Context: an optimization exercise on an open-source flow, tuned for small area. The choices shown serve that exercise and are no tape-out recipe. Function was checked by simulation only, so behaviour that the tests miss may differ from the original.

the previous run:
// grid_astar_path_search_unit
module grid_astar_path_search_unit #(
  parameter int GRID_SIDE = 8
) (
  input  logic       clk,
  input  logic       rst_n,
  input  logic       in_valid,
  output logic       in_ready,
  input  logic       in_func,
  input  logic [2:0] in_cell_row,
  input  logic [2:0] in_cell_col,
  input  logic       in_blocked,
  input  logic [2:0] in_start_row,
  input  logic [2:0] in_start_col,
  input  logic [2:0] in_goal_row,
  input  logic [2:0] in_goal_col,
  output logic       out_valid,
  input  logic       out_ready,
  output logic [2:0] out_path_row,
  output logic [2:0] out_path_col,
  output logic       out_found,
  output logic       out_last
);
For scale: roughly 890 cells after synthesis, about 13000 um^2 of cells after synthesis.
clock: 8.0 ns
lec_check: 0
abc_area: 1
abc_clock_period_in_ps: 8000
cap_margin: 20
core_margin: 2
core_utilization: 60
slew_margin: 20
standard.sh (not shown) runs the stock make flow with config.mk's settings and CLKGATE_MAP_FILE= SYNTH_SCRIPT=/design/flow/synth_recipe.tcl, a recipe that flattens the netlist after the stock synthesis.
==> flow/flow/run.sh <==
#!/bin/bash
# The standard layout (standard.sh) with three changes:
# - synthesis runs synth_recipe.tcl unchanged except that ABC maps with an
#   area-oriented script (flow/synth_amap.tcl, flow/abc_area_amap.script);
# - the port buffers use the smallest buffer cell;
# - clock tree synthesis builds clkbuf_8 sink clusters without dummy loads.
set -euo pipefail
HERE=$(cd "$(dirname "$0")" && pwd)
export BUFFER_PORTS_ARGS="-buffer_cell sky130_fd_sc_hd__buf_1"
export CTS_ARGS="-sink_clustering_enable -repair_clock_nets -dont_use_dummy_load -buf_list sky130_fd_sc_hd__clkbuf_8 -sink_clustering_size 20 -sink_clustering_max_diameter 50"
bash standard.sh finish SYNTH_SCRIPT="$HERE/synth_amap.tcl" > flow.log 2>&1
==> flow/flow/abc_area_amap.script <==
strash
ifraig
dc2
strash
dch -f
amap
==> flow/flow/synth_amap.tcl <==
# The standard flow's synthesis script (synth_recipe.tcl, sourced unchanged) with one change:
# ABC maps for area with amap (flow/abc_area_amap.script) in place of ORFS's
# area script, which also buffers and upsizes gates.
set ::amap_script [file join [file dirname [file normalize [info script]]] abc_area_amap.script]
proc abc {args} {
  set i [lsearch -exact $args -script]
  if {$i >= 0} { lset args [expr {$i + 1}] $::amap_script }
  yosys abc {*}$args
}
source [file join [file dirname [file dirname [file normalize [info script]]]] synth_recipe.tcl]
--- input diff the previous run..the current run ---
--- a/flow/design.v
+++ b/flow/design.v
@@ -1,14 +1,14 @@
 package gaps_pkg;
   localparam int LIST_N = 43;
   typedef enum logic [4:0] {
     S_RCLR, S_IDLE, S_CLR1, S_CLR2, S_GCHK, S_NB, S_APPW, S_APP, S_LSW, S_LS, S_UPD,
-    S_NXT, S_POPW, S_REMW, S_REM, S_TR, S_OUT, S_EMW, S_FAIL
+    S_NXT, S_POPW, S_SCAN, S_REMW, S_REM, S_TR, S_OUT, S_EMW, S_FAIL
   } state_t;
 endpackage
 module gaps_ctrl (
   input  logic       clk,
   input  logic       rst_n,
   input  logic       in_valid,
   output logic       in_ready,
   input  logic       in_func,
   input  logic [2:0] in_cell_row,
@@ -37,19 +37,19 @@
     seq_next = {v[4:0], v[5] ^ v[4] ^ (v[4:0] == 5'd0)};
   endfunction
   function automatic logic [5:0] seq_prev(logic [5:0] v);
     seq_prev = {v[0] ^ v[5] ^ (v[5:1] == 5'd0), v[5:1]};
   endfunction
   gaps_pkg::state_t state_r;
   logic [5:0] ph_r, lp_r, count_r, cur_r, goal_r;
   logic [1:0] d_r;
   logic [6:0] last_r;
-  logic       fb_r;
+  logic       fb_r, flow_r;
   logic [1:0] dsel;
   logic [5:0] nb;
   logic       nb_off;
   logic       toward;
   logic [5:0] tgt;
   logic       ph_hit;
   logic       lp_wrap;
   logic [5:0] lp_inc;
   logic       lp_end;
@@ -104,19 +104,19 @@
   assign ph_hit  = ph_r == tgt;
   assign lp_wrap = lp_r == SEQ_42;
   assign lp_inc  = seq_next(lp_r);
   assign lp_end  = lp_inc == count_r;
   assign count_zero = count_r == '0;
   assign at_goal = cur_r == goal_r;
   assign nb_skip = !cs_head[2] && (cs_head[1] || cs_head[0]);
   assign ls_hit  = ls_cell == nb;
   assign upd     = ls_f != fb_r;
-  assign take    = ls_f == fb_r;
+  assign take    = !flow_r || (ls_f == fb_r);
   always_ff @(posedge clk) begin
     ph_r <= seq_next(ph_r);
     lp_r <= lp_wrap ? 6'd0 : lp_inc;
     if (!rst_n) begin
       state_r <= gaps_pkg::S_RCLR;
       ph_r    <= '0;
       lp_r    <= '0;
     end else begin
       case (state_r)
@@ -162,32 +162,35 @@
           if (d_r != 2'd3) begin
             state_r <= gaps_pkg::S_NB;
           end else if (count_zero) begin
             state_r <= gaps_pkg::S_FAIL;
           end else begin
             state_r <= gaps_pkg::S_POPW;
           end
         end
         gaps_pkg::S_POPW: begin
+          flow_r <= 1'b0;
+          if (lp_wrap) state_r <= gaps_pkg::S_SCAN;
+        end
+        gaps_pkg::S_SCAN: begin
+          flow_r <= flow_r || (ls_f == fb_r);
           if (lp_end) begin
             last_r  <= ls_head;
             state_r <= gaps_pkg::S_REMW;
           end
         end
         gaps_pkg::S_REMW: if (lp_wrap) state_r <= gaps_pkg::S_REM;
         gaps_pkg::S_REM: begin
           if (take) begin
             cur_r   <= ls_cell;
             count_r <= seq_prev(count_r);
+            fb_r    <= fb_r ^ !flow_r;
             state_r <= gaps_pkg::S_GCHK;
-          end else if (lp_end) begin
-            fb_r    <= !fb_r;
-            state_r <= gaps_pkg::S_REMW;
           end
         end
         gaps_pkg::S_TR: begin
           if (ph_hit) begin
             if (cs_start) begin
               state_r <= gaps_pkg::S_OUT;
             end else begin
               d_r   <= cs_head[1:0] ^ 2'd2;
               cur_r <= nb;
## What came out
The current run: full flow OK, the timing, DRC and antenna checks passed
Maximum count of clock buffers along a single path came out exactly the same in the current run and the previous run.
The current run vs. the previous run: via count of the first global-routing pass decreased 57; via count decreased about 1.7%; number of non-clock buffers decreased 1; share of the clock period used by the worst path after layout decreased 2.5 points.
The beginning of the critical path comes out u_ctrl.state_r[1] in one run and u_ctrl.state_r[2] in the other, namely in the previous run and the current run respectively.
Comparing final net count for the current run and the previous run, the smaller number came from the current run.
Taking the previous run as the reference, in the current run clock buffer instance count of the final layout lost 2.7%; area fraction of clock buffers and clock inverters level.
Going from the previous run to the current run, register-to-register slack climbed 0.21 ns; final HPWL from detailed placement dropped 330 um; wire length on met1 dropped about 3%; multi-input gate share of the layout cell area barely changed.

-- separate check: timing with driven ports --
Ports are ideal in the flow. The routed layouts listed here were re-timed in OpenROAD.
Step 1 assumes that a clkbuf_16 drives the clock port and a buf_2 every other input.
Step 2 moves the port delays by t, midway between the first and last clock arrival at a register: inputs arrive t later, outputs are due t later. That takes back most of the time a late clock gives input paths.
a / b / c = ideal ports / drivers / drivers and shift; a / b = the first two.
| run | shift t [ns] | slack for setup (ns) | clock arrival spread, ns | worst register clock-pin slew, ns |
|---|---|---|---|---|
| the previous run | 0.551 | 0.430 / 0.387 / 0.939 | 0.076 / 0.077 | 0.11 / 0.11 |
| the current run | 0.553 | 0.628 / 0.590 / 1.144 | 0.089 / 0.089 | 0.11 / 0.11 |
After both steps every run listed still meets setup and hold.
